This design comes from an exercise in tuning for small area, a short achievable clock period and few clock cycles per item on the open sky130 flow, not from production work.
Function was checked by simulation only, so behaviour that the tests miss may differ from the original.
Power and IR drop assume default switching activity.

==> 07-07: inputs <==
// degree_index_sorter
module degree_index_sorter (
  input  logic        clk,
  input  logic        rst,
  input  logic        cfg_valid,
  output logic        cfg_ready,
  input  logic [1:0]  cfg_data,
  input  logic        in_valid,
  output logic        in_ready,
  input  logic [15:0] degree,
  input  logic        last,
  output logic        out_valid,
  input  logic        out_ready,
  output logic [5:0]  vertex_index,
  output logic [15:0] vertex_degree,
  output logic        end_of_list,
  output logic        overflow
);
clock: 7.5 ns
lec_check: 0
cap_margin: 20
cell_pad_in_sites_detail_placement: 1
cell_pad_in_sites_global_placement: 1
core_margin: 2
core_utilization: 35
place_density: 0.5
setup_slack_margin: 3.5
slew_margin: 20
run.sh (not shown) runs the stock make flow with config.mk's settings and CLKGATE_MAP_FILE= SYNTH_SCRIPT=/design/flow/synth_recipe.tcl, a recipe that flattens the netlist after the stock synthesis.
==> 04-17: changes against 07-07 <==
--- a/flow/design.v
+++ b/flow/design.v
@@ -110,35 +110,31 @@
       sel_l[i] = rm[i] || (ins && !popl && gt[i] && ((i > 0) ? la[(i + N - 1) % N] : 1'b0));
       sel_r[i] = popl && !rv[i] && !rm[i] && (!ins || !gt[i + 2]);
       sel_n[i] = ins && (popl ? (!gt[i + 1] && gt[i + 2]) : (gt[i + 1] && !gt[i]));
     end
   end
-  logic [21:0] cw [N];
   logic [21:0] nw;
   assign nw = {b_key, cnt[5:0]};
   for (genvar i = 0; i < N; i++) begin : g_cell
-    logic [21:0] left, right, nx;
+    logic [21:0] left, right;
     if (i == 0) begin : g_l0
       assign left = '0;
     end else begin : g_l
-      assign left = cw[i-1];
+      assign left = {ck[i-1], ci[i-1]};
     end
     if (i == N - 1) begin : g_rn
       assign right = '0;
     end else begin : g_r
-      assign right = cw[i+1];
-    end
-    if (i % 2 == 0) begin : g_even
-      assign nx = ~nw;
-      assign {ck[i], ci[i]} = cw[i];
-    end else begin : g_odd
-      assign nx = nw;
-      assign {ck[i], ci[i]} = ~cw[i];
+      assign right = {ck[i+1], ci[i+1]};
     end
     always_ff @(posedge clk) begin
-      if (sel_n[i] || sel_l[i] || sel_r[i]) begin
-        cw[i] <= ~(({22{sel_n[i]}} & nx) | ({22{sel_l[i]}} & left) | ({22{sel_r[i]}} & right));
+      if (sel_n[i]) begin
+        {ck[i], ci[i]} <= nw;
+      end else if (sel_l[i]) begin
+        {ck[i], ci[i]} <= left;
+      end else if (sel_r[i]) begin
+        {ck[i], ci[i]} <= right;
       end
     end
   end
   logic [N-1:0] cmp, c_n;
   logic         cmp_new;
Settings changed: CELL_PAD_IN_SITES_DETAIL_PLACEMENT 1 to not set, CELL_PAD_IN_SITES_GLOBAL_PLACEMENT 1 to not set, PLACE_DENSITY 0.5 to 0.45, SETUP_SLACK_MARGIN 3.5 to 2.5.
==> 02-14: changes against 07-07 <==
--- a/flow/design.v
+++ b/flow/design.v
@@ -110,35 +110,31 @@
       sel_l[i] = rm[i] || (ins && !popl && gt[i] && ((i > 0) ? la[(i + N - 1) % N] : 1'b0));
       sel_r[i] = popl && !rv[i] && !rm[i] && (!ins || !gt[i + 2]);
       sel_n[i] = ins && (popl ? (!gt[i + 1] && gt[i + 2]) : (gt[i + 1] && !gt[i]));
     end
   end
-  logic [21:0] cw [N];
   logic [21:0] nw;
   assign nw = {b_key, cnt[5:0]};
   for (genvar i = 0; i < N; i++) begin : g_cell
-    logic [21:0] left, right, nx;
+    logic [21:0] left, right;
     if (i == 0) begin : g_l0
       assign left = '0;
     end else begin : g_l
-      assign left = cw[i-1];
+      assign left = {ck[i-1], ci[i-1]};
     end
     if (i == N - 1) begin : g_rn
       assign right = '0;
     end else begin : g_r
-      assign right = cw[i+1];
-    end
-    if (i % 2 == 0) begin : g_even
-      assign nx = ~nw;
-      assign {ck[i], ci[i]} = cw[i];
-    end else begin : g_odd
-      assign nx = nw;
-      assign {ck[i], ci[i]} = ~cw[i];
+      assign right = {ck[i+1], ci[i+1]};
     end
     always_ff @(posedge clk) begin
-      if (sel_n[i] || sel_l[i] || sel_r[i]) begin
-        cw[i] <= ~(({22{sel_n[i]}} & nx) | ({22{sel_l[i]}} & left) | ({22{sel_r[i]}} & right));
+      if (sel_n[i]) begin
+        {ck[i], ci[i]} <= nw;
+      end else if (sel_l[i]) begin
+        {ck[i], ci[i]} <= left;
+      end else if (sel_r[i]) begin
+        {ck[i], ci[i]} <= right;
       end
     end
   end
   logic [N-1:0] cmp, c_n;
   logic         cmp_new;
Settings changed: CELL_PAD_IN_SITES_DETAIL_PLACEMENT 1 to not set, CELL_PAD_IN_SITES_GLOBAL_PLACEMENT 1 to not set, PLACE_DENSITY 0.5 to 0.45.
==> qor summary <==
item                                                                            02-14                   04-17                     07-07
Run status                                           no timing/DRC/antenna violations  no timing/DRC/antenna violations  no timing/DRC/antenna violations
Antenna violations before repair                                                   61                      57                        75
Multi-input gate share of total cell area                                       0.451                   0.454                     0.409
Area share of xor/xnor cells in the synthesized design                        0.00610                 0.00610                   0.00655
Setup repair after global routing missed its margin                               yes                      no                       yes
Core area                                                                 334,000 µm²             334,000 µm²               303,000 µm²
Inverters                                                                         355                     353                       283
Vias in the first global route                                                104,000                 103,000                   104,000
Dominant cell type by count on the critical path             sky130_fd_sc_hd__a21oi_1  sky130_fd_sc_hd__buf_4  sky130_fd_sc_hd__nand2_1
Met3 usage                                                                     0.0770                  0.0726                     0.136
Worst-case reg-to-reg path depth                                                   11                      12                        12
Non-filler cells, final                                                        17,500                  17,500                    14,600
Post-Place Worst Slack                                                        2690 ps                 2690 ps                   2280 ps
Max Freq                                                                      247 MHz                 206 MHz                   244 MHz
Relative contribution of combinational cells to total power                     0.140                   0.131                     0.180
Initial standard-cell utilization of the core                                   0.352                   0.352                     0.352
Register area                                                              53,300 µm²              53,300 µm²                53,300 µm²
Fraction of layout cells with a size suffix above 1                            0.0899                  0.0792                     0.129
Final wirelength                                                           635,000 µm              614,000 µm                691,000 µm
Buffer and inverter count on the worst path                                         3                       4                         3
Cells after Synth                                                              13,300                  13,300                    10,500
Clock buffers created by TritonCTS                                                235                     235                       229
Share of the yosys chip area belonging to registers                             0.454                   0.454                     0.499
Post-synthesis average cell area                                             8.85 µm²                8.85 µm²                  10.1 µm²
Post-Syn Nets                                                                  13,300                  13,300                    10,600
Met1 wire length                                                           242,000 µm              236,000 µm                262,000 µm
Testbench counts of 07-07, summed over its fixed seeds: cycles 5,685, items 3,773.
Testbench counts of 04-17, summed over its fixed seeds: cycles 5,685, items 3,773.
Testbench counts of 02-14, summed over its fixed seeds: cycles 5,685, items 3,773.

## static timing again, ports no longer ideal
The results above use ideal ports. As a check the final layouts listed here were re-extracted and re-timed, cells and wires unchanged. Step 1, drivers: a clkbuf_16 drives clk and a buf_2 each remaining input, both assumed. Step 2 moves the port delays by t, midway between the first and last clock arrival at a register: inputs arrive t later, outputs are due t later. That takes back most of the time a late clock gives input paths. Three values: ideal ports, drivers, drivers and shift; two values: the first two.
| run | shift t [ns] | setup slack, ns | slew at the worst register clock pin (ns) | worst data-port slew with drivers (ns) |
|---|---|---|---|---|
| 07-07 | 1.075 | 3.405 / 3.405 / 3.405 | 0.07 / 0.07 | 0.35 |
| 04-17 | 1.083 | 2.649 / 2.543 / 2.649 | 0.07 / 0.07 | 0.05 |
| 02-14 | 1.086 | 3.451 / 3.451 / 3.451 | 0.07 / 0.07 | 0.05 |
After both steps every run listed still meets setup and hold.
